This design comes from an exercise in tuning for small area, a short achievable clock period and few clock cycles per item on the open sky130 flow, not from production work. Only simulation tests tie the RTL to the original design; equivalence was not proved. Power and IR drop assume default switching activity.

==> run R: inputs <==
Design c_subset_tokenizer, start of the top module:
module c_subset_tokenizer #(
  parameter int VALUE_BITS      = 32,
  parameter int KEYWORD_MAX_LEN = 6
) (
  input  logic        clk,
  input  logic        rst,
  input  logic        in_valid,
  output logic        in_stall,
  input  logic [7:0]  in_byte,
  input  logic        end_of_input,
  output logic        out_valid,
  input  logic        out_stall,
  output logic [5:0]  token_kind,
  output logic [31:0] token_value,
  output logic [2:0]  error_code,
  output logic [31:0] line_number,
  output logic        last_result
);
==> module cst_inc32, before the edit <==
module cst_inc32 (
  input  logic [31:0] a,
  input  logic        cin,
  output logic [31:0] s
);
  always_comb begin : sum
    logic [31:0] pp;
    pp = a;
    for (int l = 0; l < 5; l++)
      for (int i = (2 << l) - 1; i < 32; i = i + (2 << l))
        pp[i] = pp[i] & pp[i - (1 << l)];
    for (int l = 3; l >= 0; l--)
      for (int i = 3 * (1 << l) - 1; i < 32; i = i + (2 << l))
        pp[i] = pp[i] & pp[i - (1 << l)];
    s = a ^ ({pp[30:0], 1'b1} & {32{cin}});
  end
endmodule
Settings: LEC_CHECK=0, ABC_AREA=1, ABC_CLOCK_PERIOD_IN_PS=3000, CAP_MARGIN=20, CORE_MARGIN=2, CORE_UTILIZATION=55, SETUP_SLACK_MARGIN=4.5, SLEW_MARGIN=20, SYNTH_HIERARCHICAL=1, SYNTH_MINIMUM_KEEP_SIZE=0; clock period 7.5 ns.
standard.sh (not shown) runs the stock make flow with config.mk's settings and CLKGATE_MAP_FILE= SYNTH_SCRIPT=/design/flow/synth_recipe.tcl, a recipe that flattens the netlist after the stock synthesis.
==> flow/flow/run.sh <==
#!/bin/bash
set -euo pipefail
W=$PWD
F=$W/flow
R=orfs/results/sky130hd/c_subset_tokenizer/base
RC=orfs_custom/results/sky130hd/c_subset_tokenizer/base
export BUFFER_PORTS_ARGS="-buffer_cell sky130_fd_sc_hd__buf_2"

bash standard.sh synth > standard_synth.log 2>&1

if python3 $F/make_synth.py $W $F > make_synth.log 2>&1; then
  sed -e "s|WORK_HOME=[^ ]*|WORK_HOME=$W/orfs_custom|" \
      -e "s|SYNTH_SCRIPT=[^ ]*|SYNTH_SCRIPT=$W/custom_synth.tcl|" standard.sh > custom.sh
  if bash custom.sh synth > custom_synth.log 2>&1 &&
     python3 $F/same_regs.py $R/1_2_yosys.v $RC/1_2_yosys.v > same_regs.log 2>&1; then
    cp $R/1_2_yosys.v standard_1_2_yosys.v
    cp $RC/1_2_yosys.v $R/1_2_yosys.v
    touch $R/1_2_yosys.v
    echo "using the custom synthesis" >> same_regs.log
  fi
fi

bash standard.sh finish > standard_flow.log 2>&1
==> flow/flow/custom_abc.script <==
strash
&get -n
&deepsyn -T 90
&put
dch -f
map -B 0.9
topo
stime -c
buffer -c
upsize -c
dnsize -c
==> flow/flow/make_synth.py <==
"""Write custom_synth.tcl: bench's synthesis script (synth_recipe.tcl) with ORFS's synth.tcl
replaced by a copy whose ABC step first maps the top module with custom_abc.script (a deeper
area optimisation of the scanner logic) and then maps what is left (the adder and the
incrementer modules) with ORFS's own ABC script, as the standard synthesis does."""
import os, sys
work, flowdir = sys.argv[1], sys.argv[2]
orfs_synth = os.path.join(os.environ["FLOW_HOME"], "scripts", "synth.tcl")
s = open(orfs_synth).read()
old = "  log_cmd abc {*}$abc_args\n"
assert s.count(old) == 1, "abc step not found"
new = ("  log_cmd abc {*}[lreplace $abc_args 1 1 %s] $::env(DESIGN_NAME)\n"
       "  log_cmd abc {*}$abc_args\n") % os.path.join(flowdir, "custom_abc.script")
open(os.path.join(work, "synth_custom.tcl"), "w").write(s.replace(old, new))
b = open(os.path.join(work, "synth_recipe.tcl")).read()
src = "source $::env(SCRIPTS_DIR)/synth.tcl"
assert b.count(src) == 1, "synth.tcl source line not found"
open(os.path.join(work, "custom_synth.tcl"), "w").write(
    b.replace(src, "source " + os.path.join(work, "synth_custom.tcl")))
==> flow/flow/same_regs.py <==
"""Exit 0 if two Yosys netlists have the same sequential cells: same instance names, same cell
types. Also refuse a netlist that still holds unmapped Yosys cells."""
import re, sys

def regs(path):
    out, generic = {}, 0
    for m in re.finditer(r"^\s*(\S+)\s+(\S+)\s*\(", open(path).read(), re.M):
        cell, inst = m.group(1), m.group(2)
        if cell.startswith("\\$") or cell.startswith("$"):
            generic += 1
        if re.match(r"sky130_fd_sc_hd__(e?df|dl|sdf)", cell):
            out[inst] = cell
    return out, generic

a, ga = regs(sys.argv[1])
b, gb = regs(sys.argv[2])
print(f"standard: {len(a)} registers; custom: {len(b)} registers, {gb} unmapped cells")
if a != b or gb or not a:
    for k in sorted(set(a) | set(b)):
        if a.get(k) != b.get(k):
            print("differs:", k, a.get(k), b.get(k))
    sys.exit(1)
print("same registers")
==> inputs of run C, as changes to run R <==
--- a/flow/design.v
+++ b/flow/design.v
@@ -18,50 +18,10 @@
     logic [ErrW-1:0]  err;
     logic [31:0]      line;
     logic             last;
   } result_t;
 endpackage
-module cst_add28 (
-  input  logic [27:0] a,
-  input  logic [27:0] c,
-  input  logic        cin,
-  output logic [27:0] s
-);
-  always_comb begin : sum
-    logic [31:0] g, p, gg, pp;
-    g = {4'd0, a & c}; p = {4'd0, a ^ c};
-    gg = g; pp = p;
-    for (int l = 0; l < 5; l++)
-      for (int i = (2 << l) - 1; i < 32; i = i + (2 << l)) begin
-        gg[i] = gg[i] | (pp[i] & gg[i - (1 << l)]);
-        pp[i] = pp[i] & pp[i - (1 << l)];
-      end
-    for (int l = 3; l >= 0; l--)
-      for (int i = 3 * (1 << l) - 1; i < 32; i = i + (2 << l)) begin
-        gg[i] = gg[i] | (pp[i] & gg[i - (1 << l)]);
-        pp[i] = pp[i] & pp[i - (1 << l)];
-      end
-    s = p[27:0] ^ ({gg[26:0], 1'b0} | ({pp[26:0], 1'b1} & {28{cin}}));
-  end
-endmodule
-module cst_inc32 (
-  input  logic [31:0] a,
-  input  logic        cin,
-  output logic [31:0] s
-);
-  always_comb begin : sum
-    logic [31:0] pp;
-    pp = a;
-    for (int l = 0; l < 5; l++)
-      for (int i = (2 << l) - 1; i < 32; i = i + (2 << l))
-        pp[i] = pp[i] & pp[i - (1 << l)];
-    for (int l = 3; l >= 0; l--)
-      for (int i = 3 * (1 << l) - 1; i < 32; i = i + (2 << l))
-        pp[i] = pp[i] & pp[i - (1 << l)];
-    s = a ^ ({pp[30:0], 1'b1} & {32{cin}});
-  end
-endmodule
 import cst_pkg::*;
 module c_subset_tokenizer #(
   parameter int VALUE_BITS      = 32,
   parameter int KEYWORD_MAX_LEN = 6
 ) (
@@ -201,21 +161,49 @@
           end
         end
       endcase
     end
   end
+  function automatic logic [27:0] add28(input logic [27:0] a, input logic [27:0] c,
+                                        input logic cin);
+    logic [31:0] g, p, gg, pp;
+    g = {4'd0, a & c}; p = {4'd0, a ^ c};
+    gg = g; pp = p;
+    for (int l = 0; l < 5; l++)
+      for (int i = (2 << l) - 1; i < 32; i = i + (2 << l)) begin
+        gg[i] = gg[i] | (pp[i] & gg[i - (1 << l)]);
+        pp[i] = pp[i] & pp[i - (1 << l)];
+      end
+    for (int l = 3; l >= 0; l--)
+      for (int i = 3 * (1 << l) - 1; i < 32; i = i + (2 << l)) begin
+        gg[i] = gg[i] | (pp[i] & gg[i - (1 << l)]);
+        pp[i] = pp[i] & pp[i - (1 << l)];
+      end
+    add28 = p[27:0] ^ ({gg[26:0], 1'b0} | ({pp[26:0], 1'b1} & {28{cin}}));
+  endfunction
+  function automatic logic [31:0] inc32(input logic [31:0] a, input logic cin);
+    logic [31:0] pp;
+    pp = a;
+    for (int l = 0; l < 5; l++)
+      for (int i = (2 << l) - 1; i < 32; i = i + (2 << l))
+        pp[i] = pp[i] & pp[i - (1 << l)];
+    for (int l = 3; l >= 0; l--)
+      for (int i = 3 * (1 << l) - 1; i < 32; i = i + (2 << l))
+        pp[i] = pp[i] & pp[i - (1 << l)];
+    inc32 = a ^ ({pp[30:0], 1'b1} & {32{cin}});
+  endfunction
   logic [3:0]  x10, acc_lo;
   logic        k10, c10, c1, c2;
   logic [27:0] acc_hi;
   logic [31:0] acc_next;
   assign x10 = {data[2] ^ data[0], data[1], data[0], 1'b0};
   assign k10 = data[2] & data[0];
   assign c1  = x10[1] & b[1];
   assign c2  = (x10[2] & b[2]) | ((x10[2] | b[2]) & c1);
   assign c10 = (x10[3] & b[3]) | ((x10[3] | b[3]) & c2);
   assign acc_lo = {x10[3] ^ b[3] ^ c2, x10[2] ^ b[2] ^ c1, x10[1] ^ b[1], b[0]};
-  cst_add28 u_add (.a(data[28:1]), .c(data[30:3]), .cin(k10 | c10), .s(acc_hi));
+  assign acc_hi = add28(data[28:1], data[30:3], k10 | c10);
   assign acc_next = {acc_hi, acc_lo};
   always_comb begin
     pr = 1'b0; pk = K_END; pv = 32'd0; pe = E_NONE; tail = 1'b0;
     mode_next = mode; data_next = data;
     case (mode)
@@ -355,15 +343,13 @@
         nl_pend <= consume && tail && line_inc;
       end else if (!out_stall) out_valid <= 1'b0;
       if (consume) mode <= mode_next;
     end
   end
-  logic [31:0] line_next;
-  cst_inc32 u_inc (.a(line_count), .cin(hv && nl_pend), .s(line_next));
   always_ff @(posedge clk)
     if (rst) line_count <= 32'd1;
-    else if (free) line_count <= line_next;
+    else if (free) line_count <= inc32(line_count, hv && nl_pend);
   always_ff @(posedge clk) begin
     if (consume) data[7:0] <= data_next[7:0];
     if (adv) begin
       if (mode != M_INT || second) data[31:8] <= 24'd0;
       else if (!eoi && is_digit(b)) data[31:8] <= acc_next[31:8];
==> flow/flow/run.sh (replaced) <==
#!/bin/bash
# The standard layout (the standard.sh: standard synthesis, floorplan, placement, CTS,
# routing), with one change: the port buffers that placement inserts on every input and output
# are plain sky130_fd_sc_hd__buf_2 cells instead of the delay cells buffer_ports picks by default.
set -euo pipefail
export BUFFER_PORTS_ARGS="-buffer_cell sky130_fd_sc_hd__buf_2"
bash standard.sh finish > standard_flow.log 2>&1
--- a/flow/config.mk
+++ b/flow/config.mk
@@ -10,7 +10,5 @@
 export CAP_MARGIN = 20
 export CORE_MARGIN = 2
 export CORE_UTILIZATION = 55
 export SETUP_SLACK_MARGIN = 4.5
 export SLEW_MARGIN = 20
-export SYNTH_HIERARCHICAL = 1
-export SYNTH_MINIMUM_KEEP_SIZE = 0
removed: flow/flow/custom_abc.script
removed: flow/flow/make_synth.py
removed: flow/flow/same_regs.py
==> inputs of run H, as changes to run R <==
--- a/flow/design.v
+++ b/flow/design.v
@@ -49,17 +49,18 @@
   output logic [31:0] s
 );
   always_comb begin : sum
     logic [31:0] pp;
     pp = a;
+    pp[0] = a[0] & cin;
     for (int l = 0; l < 5; l++)
       for (int i = (2 << l) - 1; i < 32; i = i + (2 << l))
         pp[i] = pp[i] & pp[i - (1 << l)];
     for (int l = 3; l >= 0; l--)
       for (int i = 3 * (1 << l) - 1; i < 32; i = i + (2 << l))
         pp[i] = pp[i] & pp[i - (1 << l)];
-    s = a ^ ({pp[30:0], 1'b1} & {32{cin}});
+    s = a ^ {pp[30:0], cin};
   end
 endmodule
 import cst_pkg::*;
 module c_subset_tokenizer #(
   parameter int VALUE_BITS      = 32,
--- a/flow/config.mk
+++ b/flow/config.mk
@@ -8,9 +8,9 @@
 export ABC_AREA = 1
 export ABC_CLOCK_PERIOD_IN_PS = 3000
 export CAP_MARGIN = 20
 export CORE_MARGIN = 2
 export CORE_UTILIZATION = 55
-export SETUP_SLACK_MARGIN = 4.5
+export SETUP_SLACK_MARGIN = 4.6
 export SLEW_MARGIN = 20
 export SYNTH_HIERARCHICAL = 1
 export SYNTH_MINIMUM_KEEP_SIZE = 0
==> comparison <==
- Run H completed with no timing, DRC or antenna violations. Run R produced a clean layout. Run C finished clean.
- Of run R and run C, run C has the higher global-route usage (gap 3.9 points).
- Of run H and run C, run C has the higher routed wire length (gap 16%, measured against run C).
- Clock skew, highest first: run C, run R, run H.
- In run H the maximum frequency is larger than in run R, by 1.7%.
- Die area: run C > run R > run H.
- Worst hold slack, highest first: run R, run H, run C.
- First-iteration DRC count: run C > run H > run R.
- The lowest total power belongs to run H, the highest to run C.
- Synthesized area, lowest first: run H, run R, run C.
Testbench counts of run R, summed over its fixed seeds: cycles 24,552, bytes 24,324.
Testbench counts of run C, summed over its fixed seeds: cycles 24,552, bytes 24,324.
Testbench counts of run H, summed over its fixed seeds: cycles 24,552, bytes 24,324.

[afterwards: timing with drivers on the ports]
The results above use ideal ports. As a check the final layouts listed here were re-extracted and re-timed, cells and wires unchanged.
Step 1 assumes that a clkbuf_16 drives the clock port and a buf_2 every other input.
Step 2 times the ports against the registers' clock, not the clock port: input delays grow and output delays shrink by t, the midpoint of the rising clock arrivals with the driver on.
Slacks: no drivers / after step 1 / after step 2; pairs: no drivers / after step 1.
| run | t, ns | setup slack, ns | clock arrival spread, ns |
|---|---|---|---|
| run R | 0.398 | 4.578 / 4.578 / 4.219 | 0.010 / 0.010 |
| run C | 0.406 | 4.552 / 4.552 / 4.196 | 0.015 / 0.015 |
| run H | 0.395 | 4.626 / 4.626 / 4.375 | 0.005 / 0.005 |
After both steps setup and hold are still met in every run listed. For run R, which loses most, drivers alone change the setup slack by 0.000 ns; drivers and shift together by -0.359 ns.
